What follows belongs to an exercise in optimizing a design on an open flow for small area; a production flow would make more cautious choices.
The RTL was checked by simulation tests, not by an equivalence proof against the original design.
Power is estimated from default activity; no workload was simulated.

File: flow/run.sh
#!/bin/bash
# synth_recipe.tcl (not shown) runs the flow's synth.tcl, then flattens the netlist and writes it again
# the make line also repeats each setting of config.mk as NAME=value (left out here)
make -C /OpenROAD-flow-scripts/flow DESIGN_CONFIG=/design/flow/config.mk WORK_HOME=/design/flow/orfs CLKGATE_MAP_FILE= SYNTH_SCRIPT=/design/flow/synth_recipe.tcl finish
File: flow/config.mk
export PLATFORM = sky130hd
export DESIGN_NAME = regfile_top
export DESIGN_NICKNAME = regfile_top
export VERILOG_FILES = /design/flow/design.v
export SDC_FILE = /design/flow/constraint.sdc
export NUM_CORES = 4
export LEC_CHECK = 0
export CAP_MARGIN = 20
export CELL_PAD_IN_SITES_DETAIL_PLACEMENT = 1
export CELL_PAD_IN_SITES_GLOBAL_PLACEMENT = 2
export CORE_MARGIN = 2
export CORE_UTILIZATION = 25
export CTS_BUF_LIST = sky130_fd_sc_hd__clkbuf_4 sky130_fd_sc_hd__clkbuf_8
export CTS_CLUSTER_DIAMETER = 60
export CTS_CLUSTER_SIZE = 20
export PLACE_DENSITY = 0.35
export SLEW_MARGIN = 20
export SYNTH_HIERARCHICAL = 1
File: flow/constraint.sdc
create_clock -name core_clock -period 8.0 [get_ports {clk}]
set_input_delay 1.6000 -clock core_clock [delete_from_list [all_inputs] [get_ports {clk}]]
set_output_delay 1.6000 -clock core_clock [all_outputs]
set_load 0.01 [all_outputs]
File: flow/design.v
package rv_pkg;
    localparam int XLEN_DEF = 32;
    localparam int REG_AW   = 5;
    localparam int REG_ZERO = 0;
    typedef logic [REG_AW-1:0]   reg_addr_t;
    typedef logic [XLEN_DEF-1:0] xword_t;
endpackage
module regfile_rd_port (
    input  logic            rst_n,
    input  logic [4:0]      addr,
    input  logic [1023:0]   regs,
    input  logic [31:0]     valid,
    input  logic [31:0]     busy_vec,
    input  logic [1:0]      wr_en,
    input  logic [9:0]      wr_addr,
    input  logic [63:0]     wr_data,
    output logic [31:0]     data,
    output logic            busy
);
    logic m0, m1, nbyp, byp0, byp1;
    logic [7:0]  lo;
    logic [3:0]  hi;
    logic [31:0] dsel;
    assign m0   = rst_n && wr_en[0] && (wr_addr[4:0] == addr);
    assign m1   = rst_n && wr_en[1] && (wr_addr[9:5] == addr);
    assign nbyp = !m0 && !m1;
    assign byp1 = m1 && (addr != 5'd0);
    assign byp0 = m0 && !m1 && (addr != 5'd0);
    for (genvar i = 0; i < 8; i++) begin : g_lo
        assign lo[i] = (addr[2:0] == i);
    end
    for (genvar g = 0; g < 4; g++) begin : g_hi
        assign hi[g] = (addr[4:3] == g) && nbyp;
    end
    for (genvar r = 0; r < 32; r++) begin : g_sel
        if (r == 0) begin : g_zero
            assign dsel[r] = 1'b0;
        end else begin : g_nz
            assign dsel[r] = hi[r/8] && lo[r%8] && valid[r];
        end
    end
    assign busy = nbyp && busy_vec[addr];
    for (genvar b = 0; b < 32; b++) begin : g_col
        logic [32:0] cs, cd;
        assign cs[0] = byp0;
        assign cd[0] = wr_data[b];
        assign cs[1] = byp1;
        assign cd[1] = wr_data[32+b];
        for (genvar r = 1; r < 32; r++) begin : g_in
            assign cs[r+1] = dsel[r];
            assign cd[r+1] = regs[r*32+b];
        end
        rf_rcol u_col (.sel (cs), .din (cd), .y (data[b]));
    end
endmodule
module rf_rcol (
    input  logic [32:0] sel,
    input  logic [32:0] din,
    output logic        y
);
    logic [10:0] n;
    for (genvar g = 0; g < 11; g++) begin : g_aoi
        rf_aoi222 u_aoi (
            .a0 (sel[3*g]),   .b0 (din[3*g]),
            .a1 (sel[3*g+1]), .b1 (din[3*g+1]),
            .a2 (sel[3*g+2]), .b2 (din[3*g+2]),
            .yn (n[g])
        );
    end
    assign y = ~(&n[3:0]) | ~(&n[7:4]) | ~(&n[10:8]);
endmodule
module rf_aoi222 (
    input  logic a0,
    input  logic b0,
    input  logic a1,
    input  logic b1,
    input  logic a2,
    input  logic b2,
    output logic yn
);
    assign yn = ~((a0 & b0) | (a1 & b1) | (a2 & b2));
endmodule
module regfile_mp (
    input  logic         clk,
    input  logic         rst_n,
    input  logic [19:0]  rd_addr,
    output logic [127:0] rd_data,
    output logic [3:0]   rd_busy,
    input  logic [1:0]   wr_en,
    input  logic [9:0]   wr_addr,
    input  logic [63:0]  wr_data,
    input  logic [1:0]   iss_en,
    input  logic [9:0]   iss_rd,
    output logic         busy_any
);
    logic [32*32-1:0] regs_flat;
    logic [31:0]      valid;
    logic [31:0]      busy;
    assign regs_flat[31:0] = '0;
    assign valid[0]        = 1'b0;
    assign busy[0]         = 1'b0;
    for (genvar r = 1; r < 32; r++) begin : g_reg
        logic        hit0, hit1, ihit0, ihit1;
        logic        sel0, sel1, hold;
        logic [31:0] q;
        logic        v, b;
        assign hit0  = wr_en[0]  && (wr_addr[4:0] == r);
        assign hit1  = wr_en[1]  && (wr_addr[9:5] == r);
        assign ihit0 = iss_en[0] && (iss_rd[4:0]  == r);
        assign ihit1 = iss_en[1] && (iss_rd[9:5]  == r);
        assign sel1  = hit1;
        assign sel0  = hit0 & ~hit1;
        assign hold  = ~(hit0 | hit1);
        logic [31:0] d;
        for (genvar b = 0; b < 32; b++) begin : g_bit
            rf_wbit u_wbit (
                .s0 (sel0), .s1 (sel1), .h (hold),
                .d0 (wr_data[b]), .d1 (wr_data[32+b]), .q (q[b]),
                .d  (d[b])
            );
        end
        always_ff @(posedge clk) begin
            q <= d;
        end
        always_ff @(posedge clk or negedge rst_n) begin
            if (!rst_n) begin
                v <= 1'b0;
                b <= 1'b0;
            end else begin
                v <= v | hit0 | hit1;
                b <= (b & hold) | ihit0 | ihit1;
            end
        end
        assign regs_flat[r*32 +: 32] = q;
        assign valid[r]              = v;
        assign busy[r]               = b;
    end
    assign busy_any = |busy;
    for (genvar k = 0; k < 4; k++) begin : g_rd
        regfile_rd_port u_rd_port (
            .rst_n    (rst_n),
            .addr     (rd_addr[k*5 +: 5]),
            .regs     (regs_flat),
            .valid    (valid),
            .busy_vec (busy),
            .wr_en    (wr_en),
            .wr_addr  (wr_addr),
            .wr_data  (wr_data),
            .data     (rd_data[k*32 +: 32]),
            .busy     (rd_busy[k])
        );
    end
endmodule
module rf_wbit (
    input  logic s0,
    input  logic s1,
    input  logic h,
    input  logic d0,
    input  logic d1,
    input  logic q,
    output logic d
);
    assign d = (s0 & d0) | (s1 & d1) | (h & q);
endmodule
module regfile_top (
    input  logic         clk,
    input  logic         rst_n,
    input  logic [19:0]  rd_addr,
    output logic [127:0] rd_data,
    output logic [3:0]   rd_busy,
    input  logic [1:0]   wr_en,
    input  logic [9:0]   wr_addr,
    input  logic [63:0]  wr_data,
    input  logic [1:0]   iss_en,
    input  logic [9:0]   iss_rd,
    output logic         busy_any
);
    regfile_mp u_rf (
        .clk      (clk),
        .rst_n    (rst_n),
        .rd_addr  (rd_addr),
        .rd_data  (rd_data),
        .rd_busy  (rd_busy),
        .wr_en    (wr_en),
        .wr_addr  (wr_addr),
        .wr_data  (wr_data),
        .iss_en   (iss_en),
        .iss_rd   (iss_rd),
        .busy_any (busy_any)
    );
endmodule
==> metrics.cfg, run 1 <==
[sta]
worstMarginPinSlew_ns=1.29
clock_skew_ns=0
fin_crit_sh_pct=102
grt_setup_unrepaired=no
slew_headroom_pct=14.1
final.setup.worst_slack_ns=-0.167
drv_slew=0
finalSetupViolCount=3
fmax_mhz=122
hold_viol_final=0
finalWorstPathRequiredPeriod_ns=8.17

[layout]
syn2layout_area_growth_pct=28.4
fin_cells=9913
drive_above_1_share_pct=17.9
post-route-util_pct=32.2
mostFrequentLayoutCell=a222oi_1
fin_area_sq_mm=0.0738
nFillCells=25800
multiInputGateArea_sq_mm=0.0328
layout_common_cells=a222oi_1, inv_1, dfxtp_1, buf_4, nand4_1
seq_area_sq_mm=0.0214
fin_nets=6732

[placement]
place.gp.congestion=0.966
portBuffers=242
dp_cells=9486
placed_area_sq_mm=0.0698
pre_cts_ws_ns=-0.115
place_hpwl_um=350000

[worst_setup_path]
path_buf_inv=6
crit_type=in -> out
reg2reg_depth=2
crit_path_max_incr_delay_ns=0.83
crit_arrival_ns=6.57
path_common_cell=buf_4
cp-end-kind=primary output
crit_required_ns=6.40
cp_cell_sequence=clkdlybuf4s50_1, xnor2_1, nand3_1, nor2_2, buf_4, nor4b_1, buf_4, and3_2, buf_4, a222oi_1, nand4_1, buf_4, or3_1, clkdlybuf4s50_1
crit_fanout=19
cp.depth=14
crit_slowest_cell=and3_2
start_kind=input port
crit_family=simple AND/OR/NAND/NOR gates

[logic_synthesis]
ys_types=54
yosysSeqAreaShare_pct=37.2
synth_area_per_cell_sq_um=10.2
synth_edf_count=0
synthesis.area_sq_mm=0.0575
ys_warn_count=7
synthCells=5640
ys_ff_latch=1054
synth_ff_type=dfxtp_1
async_flop_share_pct=5.88

[power]
leakage_uw=0.0307
power_density_mw_per_mm2=252
power_frac_clock_pct=29.2
net-switching-power_uw=7650
p_total_uw=18600
comb_power_share_pct=24.3
swShare_pct=41.1
seqPwrFrac_pct=46.5
internal_power_uw=11000
ir_drop_mv=0.120

[global_route]
grt_pass1_wl_um=725000
grt_pass1_vias=74600
grt_max_degree=44
gr-total-overflow=0
grt_usage_pct=45.4
antenna_found_initial=76

[clock_network]
cts-root-buf=clkbuf_8
clock_path_buffers=3
cts_sinks=1054
cts_hold_buf=0
clk_pin_slew_worst_paths_ns=0.08
clk_latency_ns=0.98
cts_tree=done
cts_buffers=157
cts_max_level=4

[route]
first_iter_violations=28000
route.detailed.drc=0
wl_per_cell_um=56.7
routed-via-count=80600
via_per_inst=8.13
dr.pass1.iters=17
ant_nets=0
wirelength_um=563000

[floorplan]
die_x_um=484
dieArea_sq_mm=0.234
core_area_sq_mm=0.229
initial_core_util_pct=25.1
top_level_ports=243
rows=176
die_h_um=484

[min_path]
hold_class=in -> async

[outcome]
status=failed layout checks
so_faults=negative setup slack

[job]
drv_cap=0

repair_timing:
action                                  in CTS  in global routing
gates resized for setup                      4                 13
pin swaps                                    0                  6
endpoints found under the setup margin      12                 32
cloned                                       0                  0
setup buffers                                0                  3
Yosys cell counts (18+ instances only):
master	count	area, sq um
nor3_1	19	95.1
mux2i_1	40	400
nand2_1	39	146
nand4_1	268	1680
a221o_1	19	190
a22oi_1	21	158
a222oi_1	2400	24000
or3_1	128	801
nor2b_1	18	113
nand2b_1	40	250
nor2_1	92	345
and4_1	78	683
and3_1	49	307
nand3_1	136	681
inv_1	995	3730
dfxtp_1	992	19900
xnor2_1	40	350
dfrtp_1	62	1550
final cells by class:
cell class,count,area share [%]
antenna,133,0.451
clock buffer,178,3.25
clock inverter,113,1.60
inverter,995,5.06
multi-input combinational,3545,44.5
sequential,1054,29.0
tap,3026,5.13
timing repair buffer,869,11.0
flip-flops by register name (all words and copies together) (netlist names):
signal and cells:
u_rf.g.b 31, u_rf.g.q 992, u_rf.g.v 31
metrics by stage:
| stage | TNS [ns] | hold slack [ns] |
|---|---|---|
| 2_1_floorplan | 0 | 0.468 |
| 5_1_grt | 0 | 0.447 |
| 3_3_place_gp | -1.51 | 0.500 |
| 6_report | -0.281 | 0.513 |
| 3_5_place_dp | -0.493 | 0.499 |
| 4_1_cts | 0 | 0.424 |
final timing paths:
check,startpoint,end,slack [ns]
min in group core_clock,u_rf.g_reg[12].v$_DFF_PN0_,u_rf.g_reg[12].v$_DFF_PN0_,0.53
hold / removal,rst_n,u_rf.g_reg[28].b$_DFF_PN0_,0.51
setup / recovery,wr_addr[9],rd_data[38],-0.17
setup reg to reg,u_rf.g_reg[3].q[28]$_DFF_P_,u_rf.g_reg[3].q[28]$_DFF_P_,7.02
max in group asynchronous,rst_n,u_rf.g_reg[30].b$_DFF_PN0_,6.45
hold reg to reg,u_rf.g_reg[12].v$_DFF_PN0_,u_rf.g_reg[12].v$_DFF_PN0_,0.53
kinds of logic after synthesis:
group | count (synthesis) | synth area share (%)
other cells | 1 | 0.00652
xor+xnor | 40 | 0.609
mux | 64 | 1.74
simple gates | 958 | 10.3
compound gates | 2479 | 43.0
buf+inv | 1044 | 7.16
flops | 1054 | 37.2
per-module statistics from Yosys (local to each module, per instance), a selection:
module | cells | cell area, sq um | flops+latches | copies in the design
regfile_mp | 1384 | 23500 | 1054 | 1
regfile_rd_port | 88 | 808 | 0 | 4
rf_aoi222 | 1 | 10.0 | 0 | 1408
rf_rcol | 4 | 23.8 | 0 | 128
rf_wbit | 2 | 13.8 | 0 | 992
power groups by stage:
stage,Clock [uW],Combinational (uW),Sequential (uW)
final,5440,4530,8660
after CTS,5480,4360,8510
after global routing,5690,4690,8790
after detailed placement,0,4340,8630
after floorplan,0,2240,7890
after global placement,0,4250,8580
per-layer routing:
metal,track usage [%],wire length (um),part of all wire (%),vias to the layer above
li1,-,-,-,29300
met5,0.265,146,0.026,-
met2,63.9,228000,41,7865
met3,16.0,78100,14,1647
met4,33.2,47300,8.4,20
met1,56.7,209000,37,41800
==> run 2: changes to the inputs <==
==> flow/flow/run.sh (new file) <==
#!/bin/bash
# Standard ORFS layout with two changes:
#  - CTS without dummy loads (same clustering and buffer list as config.mk);
#  - port buffers use sky130_fd_sc_hd__buf_1 instead of the default choice.
# ORFS writes each step's full log under orfs/logs/; make's own output goes
# to standard_sh.log in this folder.
set -euo pipefail
export CTS_ARGS="-sink_clustering_enable -repair_clock_nets -dont_use_dummy_load -sink_clustering_size 20 -sink_clustering_max_diameter 60 -buf_list {sky130_fd_sc_hd__clkbuf_4 sky130_fd_sc_hd__clkbuf_8}"
export BUFFER_PORTS_ARGS="-buffer_cell sky130_fd_sc_hd__buf_1"
bash standard.sh finish > standard_sh.log 2>&1
==> flow/standard.sh (new file) <==
#!/bin/bash
# synth_recipe.tcl (not shown) runs the flow's synth.tcl, then flattens the netlist and writes it again
# the make line also repeats each setting of config.mk as NAME=value (left out here)
make -C /OpenROAD-flow-scripts/flow DESIGN_CONFIG=/design/flow/config.mk WORK_HOME=/design/flow/orfs CLKGATE_MAP_FILE= SYNTH_SCRIPT=/design/flow/synth_recipe.tcl "${@:-finish}"
removed: flow/run.sh
==> run 2 against run 1 <==
Effect of this change:
- now clean on timing, DRC and antenna
- fmax is 4.6% higher
- sequential power rose by 0.7%
- total power fell by 9.3%
- worst setup slack better by 0.36 ns
- register-to-register slack hardly changed
- non-clock buffer count shrank 244
- first-iteration DRC count shrank 4.9%
- clock skew is the same
- cell area is 7.7% lower
- global-route usage is 1.2 points lower
- cell count decreased by 4.4%
- critical path type unchanged
- largest cell class unchanged
- largest power group unchanged
==> metrics.cfg, run 2 <==
[route]
ant_nets=0  ; unchanged
route.detailed.drc=0  ; unchanged
via_per_inst=8.23  ; +1.2%
wl_per_cell_um=57.9  ; +2.0%
dr.pass1.iters=17  ; unchanged
wirelength_um=548000  ; -2.5%
routed-via-count=78000  ; -3.2%
first_iter_violations=26700  ; -4.9%

[power]
ir_drop_mv=0.124  ; +3.3%
leakage_uw=0.0281  ; -8.5%
p_total_uw=16900  ; -9.3%
power_density_mw_per_mm2=248  ; -1.8%

[outcome]
status=timing/DRC/antenna clean

[layout]
mostFrequentLayoutCell=a222oi_1
syn2layout_area_growth_pct=18.5
nFillCells=26100  ; +1.1%
seq_area_sq_mm=0.0214  ; unchanged
largest_reg_flops=992  ; unchanged
regMostFlops=u_rf.g.q
drive_above_1_share_pct=13.6  ; -4.3 points
fin_cells=9477  ; -4.4%
multiInputGateArea_sq_mm=0.0328  ; about the same
layout_top_registers=u_rf.g.q: 992 flops, u_rf.g.b: 31 flops, u_rf.g.v: 31 flops
layout_common_cells=a222oi_1, inv_1, dfxtp_1, buf_4, nand4_1
fin_nets=6487  ; -3.6%

[clock_network]
cts_sinks=1054  ; unchanged
cts_buffers=156  ; -0.64%
post_cts_resize_count=0  ; -4
cts-root-buf=clkbuf_8
clk_pin_slew_worst_paths_ns=0.07  ; about the same
cts_tree=done
clock_path_buffers=3  ; unchanged
cts_max_level=4  ; unchanged
post_cts_buffers=0  ; unchanged
cts_hold_buf=0  ; unchanged
clk_latency_ns=0.98  ; about the same

[worst_setup_path]
crit_family=simple AND/OR/NAND/NOR gates
crit_type=in -> out
crit_fanout=26  ; +7
crit_arrival_ns=6.21  ; -0.36 ns
crit_slowest_cell=and4_2
cp_cell_sequence=buf_1, xnor2_1, nand4_1, nor2_2, nor3b_2, and4_2, buf_4, a222oi_1, nand4_1, or3_1, buf_1
cp-end-kind=primary output
crit_required_ns=6.40  ; about the same
path_buf_inv=3  ; -3
start_kind=input port
crit_path_max_incr_delay_ns=0.67  ; -0.16 ns

[placement]
dp_cells=9245  ; -2.5%
place_hpwl_um=334000  ; -4.6%
pre_cts_ws_ns=0.561  ; +0.675 ns
place.gp.congestion=0.984  ; +1.9%
portBuffers=242  ; unchanged

[global_route]
antenna_found_initial=59  ; -22%
grt_pass1_wl_um=706000  ; -2.6%
grt_max_degree=36  ; -18%
grt_pass1_vias=72800  ; -2.3%
gr-total-overflow=0  ; unchanged
grt_usage_pct=44.2  ; -1.2 points

[sta]
finalWorstPathRequiredPeriod_ns=7.81  ; -0.360 ns
worstMarginPinSlew_ns=1.35  ; +0.0640 ns
whs_ns=0.536  ; +0.0229 ns
drv_slew=0  ; unchanged
grt_setup_unrepaired=no
finalSetupViolCount=0  ; -3
slew_headroom_pct=9.86  ; -4.3 points
fmax_mhz=128  ; +4.6%
final.setup.worst_slack_ns=0.193  ; +0.360 ns
tns_ns=0  ; +0.281 ns
clock_skew_ns=0  ; unchanged
fin_crit_sh_pct=97.6  ; -4.5 points
hold_viol_final=0  ; unchanged

[floorplan]
die_x_um=484  ; unchanged
rows=176  ; unchanged
dieArea_sq_mm=0.234  ; unchanged
die_h_um=484  ; unchanged
core_area_sq_mm=0.229  ; unchanged
initial_core_util_pct=25.1  ; unchanged
top_level_ports=243  ; unchanged

[logic_synthesis]
ys_ff_latch=1054  ; unchanged
synth_ff_type=dfxtp_1
synth_area_per_cell_sq_um=10.2  ; unchanged
synthesis.area_sq_mm=0.0575  ; unchanged
ys_top_cells_by_count=a222oi_1, inv_1, dfxtp_1
async_flop_share_pct=5.88  ; unchanged
ys_types=54  ; unchanged
synthCells=5640  ; unchanged
synth_edf_count=0  ; unchanged
ys_warn_count=7  ; unchanged
synth_top_cell_by_area=a222oi_1
yosysSeqAreaShare_pct=37.2  ; unchanged
synthTopCellsByArea=a222oi_1, dfxtp_1, inv_1
yosys.cell_count.top_type=a222oi_1
synth_top_area_share_pct=41.8  ; unchanged

[min_path]
hold_class=reg -> reg

[job]
drv_cap=0  ; unchanged

==> run 2: per-module statistics from Yosys (local to each module, per instance), excerpt <==
module | cells | times used | flops+latches
rf_wbit | 2 | 992 | 0
rf_rcol | 4 | 128 | 0
rf_aoi222 | 1 | 1408 | 0
regfile_mp | 1384 | 1 | 1054
regfile_rd_port | 88 | 4 | 0
==> run 2: final cells by class <==
cell class | instances | share of cell area, %
Antenna cell | 76 | 0.279
Clock buffer | 156 | 3.15
Inverter | 995 | 5.48
Multi-Input combinational cell | 3545 | 48.1
Sequential cell | 1054 | 31.4
Tap cell | 3026 | 5.55
Timing Repair Buffer | 625 | 5.99
==> run 2: path summary, 6_finish.rpt <==
check | startpoint | to | slack [ns] | cells past startpoint
setup reg to reg | u_rf.g_reg[16].b$_DFF_PN0_ | u_rf.g_reg[16].b$_DFF_PN0_ | 7.03 | 1
max in group asynchronous | rst_n | u_rf.g_reg[27].v$_DFF_PN0_ | 6.63 | 2
hold reg to reg | u_rf.g_reg[25].v$_DFF_PN0_ | u_rf.g_reg[25].v$_DFF_PN0_ | 0.54 | 1
min in group asynchronous | rst_n | u_rf.g_reg[22].v$_DFF_PN0_ | 0.62 | 1
hold / removal | u_rf.g_reg[25].v$_DFF_PN0_ | u_rf.g_reg[25].v$_DFF_PN0_ | 0.54 | 1
setup / recovery | wr_addr[5] | rd_data[84] | 0.19 | 11
==> run 2: logic make-up (layout without fill, tap and decap cells) <==
logic type	after synthesis	in the layout	share of synthesized area [%]
compound gates	2479	2479	43.0
flops	1054	1054	37.2
buf+inv	1044	1776	7.16
simple gates	958	958	10.3
mux	64	64	1.74
xor+xnor	40	40	0.609
other cells	1	80	0.00652
==> run 2: metrics by stage <==
stage / util, % / instance area [sq um]
global route: 29.7 / 68100
detailed placement: 28.7 / 65800
global placement: 28.7 / 65800
CTS: 29.6 / 68000
floorplan: - / 57500
finish: 29.7 / 68200
==> run 2: where the power goes <==
part	total [uW]	leakage, uW	internal [uW]	switching (uW)
registers	8720	0.00898	6600	2120
logic	4070	0.0180	1590	2490
clock network	4090	0.00112	1710	2380
total	16900	0.0281	9900	6990
==> run 2: metal layers <==
metal / vias to the layer above / track usage [%] / part of all wire (%)
li1: 28600 / - / -
met5: - / 0.449 / 0.053
met3: 1707 / 14.4 / 13
met2: 7374 / 63.1 / 41
met1: 40300 / 54.9 / 37
met4: 26 / 33.1 / 8.6
==> run 3: changes to the inputs <==
--- a/flow/config.mk
+++ b/flow/config.mk
@@ -7,3 +7,3 @@
 export LEC_CHECK = 0
-export CAP_MARGIN = 20
+export CAP_MARGIN = 5
 export CELL_PAD_IN_SITES_DETAIL_PLACEMENT = 1
@@ -16,3 +16,3 @@
 export PLACE_DENSITY = 0.35
-export SLEW_MARGIN = 20
+export SLEW_MARGIN = 5
 export SYNTH_HIERARCHICAL = 1
==> run 3 against run 2 <==
Effect of this change:
- the layout now fails its checks (max-capacitance violations, max-slew violations)
- critical path type unchanged
- critical path depth down 1
- core utilization is 0.056 points lower
- sequential share of layout area up 0.059 points
- largest cell class unchanged
- first-iteration DRC count shrank 4.7%
- area after synthesis unchanged
- global-route usage hardly changed
- via count up 0.39%
- sequential power is essentially flat
- register-to-register slack about the same
==> metrics.cfg, run 3 <==
[outcome]
status=failed layout checks
so_faults=max-capacitance violations, max-slew violations

[global_route]
met1_usage_pct=54.6  ; -0.34 points
antenna_found_initial=54  ; -8.5%
gr-total-overflow=0  ; unchanged
grtUsageMet3_pct=15.2  ; +0.76 points
grt_pass1_vias=73100  ; +0.37%
grt_usage_pct=44.1  ; about the same
met2_usage_pct=62.7  ; -0.38 points
grt_max_degree=36  ; unchanged
grt_pass1_wl_um=705000  ; -0.17%
busiest_layer=met2

[clock_network]
cts-root-buf=clkbuf_8
cts_tree=done
post_cts_resize_count=0  ; unchanged
cts_buffers=153  ; -1.9%
clk_latency_ns=0.98  ; about the same
cts_max_level=4  ; unchanged
clk_pin_slew_worst_paths_ns=0.05  ; -0.02 ns
clock_path_buffers=3  ; unchanged
cts_hold_buf=0  ; unchanged
post_cts_buffers=0  ; unchanged
cts_sinks=1054  ; unchanged

[worst_setup_path]
crit_required_ns=6.40  ; about the same
crit_fanout=32  ; +23%
crit_arrival_ns=6.20  ; about the same
cp-end-kind=primary output
start_kind=input port
reg2reg_depth=1  ; unchanged
crit_type=in -> out

[sta]
fmax_mhz=128  ; about the same
fin_crit_sh_pct=97.5  ; about the same
hold_viol_final=0  ; unchanged
slew_headroom_pct=-1.82  ; -12 points
tns_ns=0  ; unchanged
worstMarginPinSlew_ns=1.53  ; +0.175 ns
whs_ns=0.536  ; +0.000185 ns
drv_slew=69  ; +69
clock_skew_ns=0  ; unchanged
grt_setup_unrepaired=no
finalSetupViolCount=0  ; unchanged
finalWorstPathRequiredPeriod_ns=7.80  ; -0.00766 ns

[route]
dr.pass1.iters=15  ; -2
first_iter_violations=25400  ; -4.7%
route.detailed.drc=0  ; unchanged
wl_per_cell_um=58.1  ; +0.34%
wirelength_um=550000  ; +0.24%
routed-via-count=78300  ; +0.39%
via_per_inst=8.27  ; +0.49%
ant_nets=0  ; unchanged

[floorplan]
rows=176  ; unchanged
dieArea_sq_mm=0.234  ; unchanged
top_level_ports=243  ; unchanged
die_h_um=484  ; unchanged
die_x_um=484  ; unchanged
core_area_sq_mm=0.229  ; unchanged
initial_core_util_pct=25.1  ; unchanged

[layout]
regMostFlops=u_rf.g.q
drive_above_1_share_pct=13.5  ; -0.070 points
layout_common_cells=a222oi_1, inv_1, dfxtp_1, buf_4, nand4_1
post-route-util_pct=29.7  ; -0.056 points
layout_top_registers=u_rf.g.q: 992 flops, u_rf.g.b: 31 flops, u_rf.g.v: 31 flops
multiInputGateArea_sq_mm=0.0328  ; -0.16%
seq_area_sq_mm=0.0214  ; unchanged
nFillCells=26100  ; +0.11%
fin_cells=9467  ; -0.11%
largest_reg_flops=992  ; unchanged
mostFrequentLayoutCell=a222oi_1
syn2layout_area_growth_pct=18.3
fin_nets=6483  ; -0.062%

[logic_synthesis]
ys_top_cells_by_count=a222oi_1, inv_1, dfxtp_1
synth_ff_type=dfxtp_1
synth_top_cell_by_area=a222oi_1
synthCells=5640  ; unchanged
synth_top_area_share_pct=41.8  ; unchanged
synthesis.area_sq_mm=0.0575  ; unchanged
yosysSeqAreaShare_pct=37.2  ; unchanged
ys_ff_latch=1054  ; unchanged
yosys.cell_count.top_type=a222oi_1
synthTopCellsByArea=a222oi_1, dfxtp_1, inv_1
ys_warn_count=7  ; unchanged
ys_types=54  ; unchanged
async_flop_share_pct=5.88  ; unchanged
synth_edf_count=0  ; unchanged
synth_area_per_cell_sq_um=10.2  ; unchanged

[power]
ir_drop_mv=0.154  ; +24%
power_density_mw_per_mm2=247  ; -0.18%
leakage_uw=0.0281  ; about the same

[placement]
place_hpwl_um=334000  ; -0.11%
place.gp.congestion=0.984  ; unchanged
dp_cells=9244  ; -0.011%
portBuffers=242  ; unchanged

[job]
drv_cap=2  ; +2

[min_path]
hold_class=reg -> reg
holdPathStages=1  ; unchanged

-- run 3: where the power goes --
| group | leakage [uW] | internal, uW | switching [uW] | total [uW] |
|---|---|---|---|---|
| Sequential | 0.00898 | 6600 | 2110 | 8710 |
| Clock | 0.00110 | 1680 | 2360 | 4050 |
| Combinational | 0.0180 | 1590 | 2480 | 4070 |
| Total | 0.0281 | 9870 | 6960 | 16800 |
-- run 3: through the flow --
step                setup slack [ns]  cell area, sq um  power (uW)
floorplan                       1.29             57500       10100
global placement               0.613             65800       12400
detailed placement             0.572             65800       12600
CTS                            0.550             67900       16600
global route                   0.228             68000       17300
finish                         0.201             68000       16800
-- run 3: final timing paths --
check,startpoint,end,slack (ns)
min in group asynchronous,rst_n,u_rf.g_reg[22].v$_DFF_PN0_,0.55
worst max-delay path,wr_addr[6],rd_data[76],0.20
worst max register to register,u_rf.g_reg[16].b$_DFF_PN0_,u_rf.g_reg[16].b$_DFF_PN0_,7.02
worst min-delay path,u_rf.g_reg[17].v$_DFF_PN0_,u_rf.g_reg[17].v$_DFF_PN0_,0.54
max in group asynchronous,rst_n,u_rf.g_reg[24].v$_DFF_PN0_,6.63
worst min register to register,u_rf.g_reg[17].v$_DFF_PN0_,u_rf.g_reg[17].v$_DFF_PN0_,0.54
-- run 3: logic make-up after synthesis --
group / after synthesis / synth area share [%]
AOI/OAI and AO/OA: 2479 / 43.0
muxes: 64 / 1.74
and+or+nand+nor: 958 / 10.3
xor gates and xnor gates: 40 / 0.609
buffers and inverters: 1044 / 7.16
other: 1 / 0.00652
DFF: 1054 / 37.2
-- run 3: metal layers --
metal | wire [um] | vias to the layer above
met1 | 205000 | 40700
met2 | 226000 | 7393
met3 | 73000 | 1626
met5 | 448 | -
li1 | - | 28600
met4 | 45300 | 30
-- run 3: critical path, stage by stage --
cell and delay (ns):
buf_1 0.44, xnor2_1 0.13, nand4_1 0.21, nor2_2 0.14, nor4b_1 0.76, and3_2 1.27
a222oi_1 0.36, nand4_1 0.62, or3_1 0.41, buf_1 0.20
-- run 3: layout make-up --
type / instances / share of cell area [%]
clock buffers: 153 / 3.09
diodes: 70 / 0.257
inverters: 995 / 5.49
well taps: 3026 / 5.56
multi-input cells: 3545 / 48.2
repair buffers: 624 / 5.97
flip-flops and latches: 1054 / 31.5
-- run 3: modules after synthesis, one instance, submodules excluded, excerpt --
module           area (sq um)  copies in the design  flops+latches
regfile_mp              23500                     1           1054
regfile_rd_port           808                     4              0
rf_aoi222                10.0                  1408              0
rf_rcol                  23.8                   128              0
rf_wbit                  13.8                   992              0

-- afterwards: timing with drivers on the ports --
How much do the figures lean on ideal ports? The routed layouts below were timed once more, with nothing changed but the port constraints. Step 1, drivers: a clkbuf_16 drives clk and a buf_2 each remaining input, both assumed. Step 2 also shifts input and output timing later by t, the mid clock arrival at the registers, as if the neighbouring blocks saw the same clock. Slacks: ideal / step 1 / step 2; pairs: ideal / step 1.
| run | t, ns | slack for setup (ns) | hold slack, ns | worst setup path at the end | worst slew at a driven data input, ns |
|---|---|---|---|---|---|
| run 1 | 1.080 | -0.167 / -0.203 / -0.203 | 0.513 / 0.439 / 0.528 | input to output | 0.12 |
| run 2 | 1.046 | 0.193 / 0.170 / 0.170 | 0.536 / 0.536 / 0.536 | input to output | 0.17 |
| run 3 | 1.048 | 0.201 / 0.169 / 0.169 | 0.536 / 0.480 / 0.536 | input to output | 0.16 |
For run 1, which loses most, drivers alone change the setup slack by -0.036 ns; drivers and shift together by -0.036 ns.
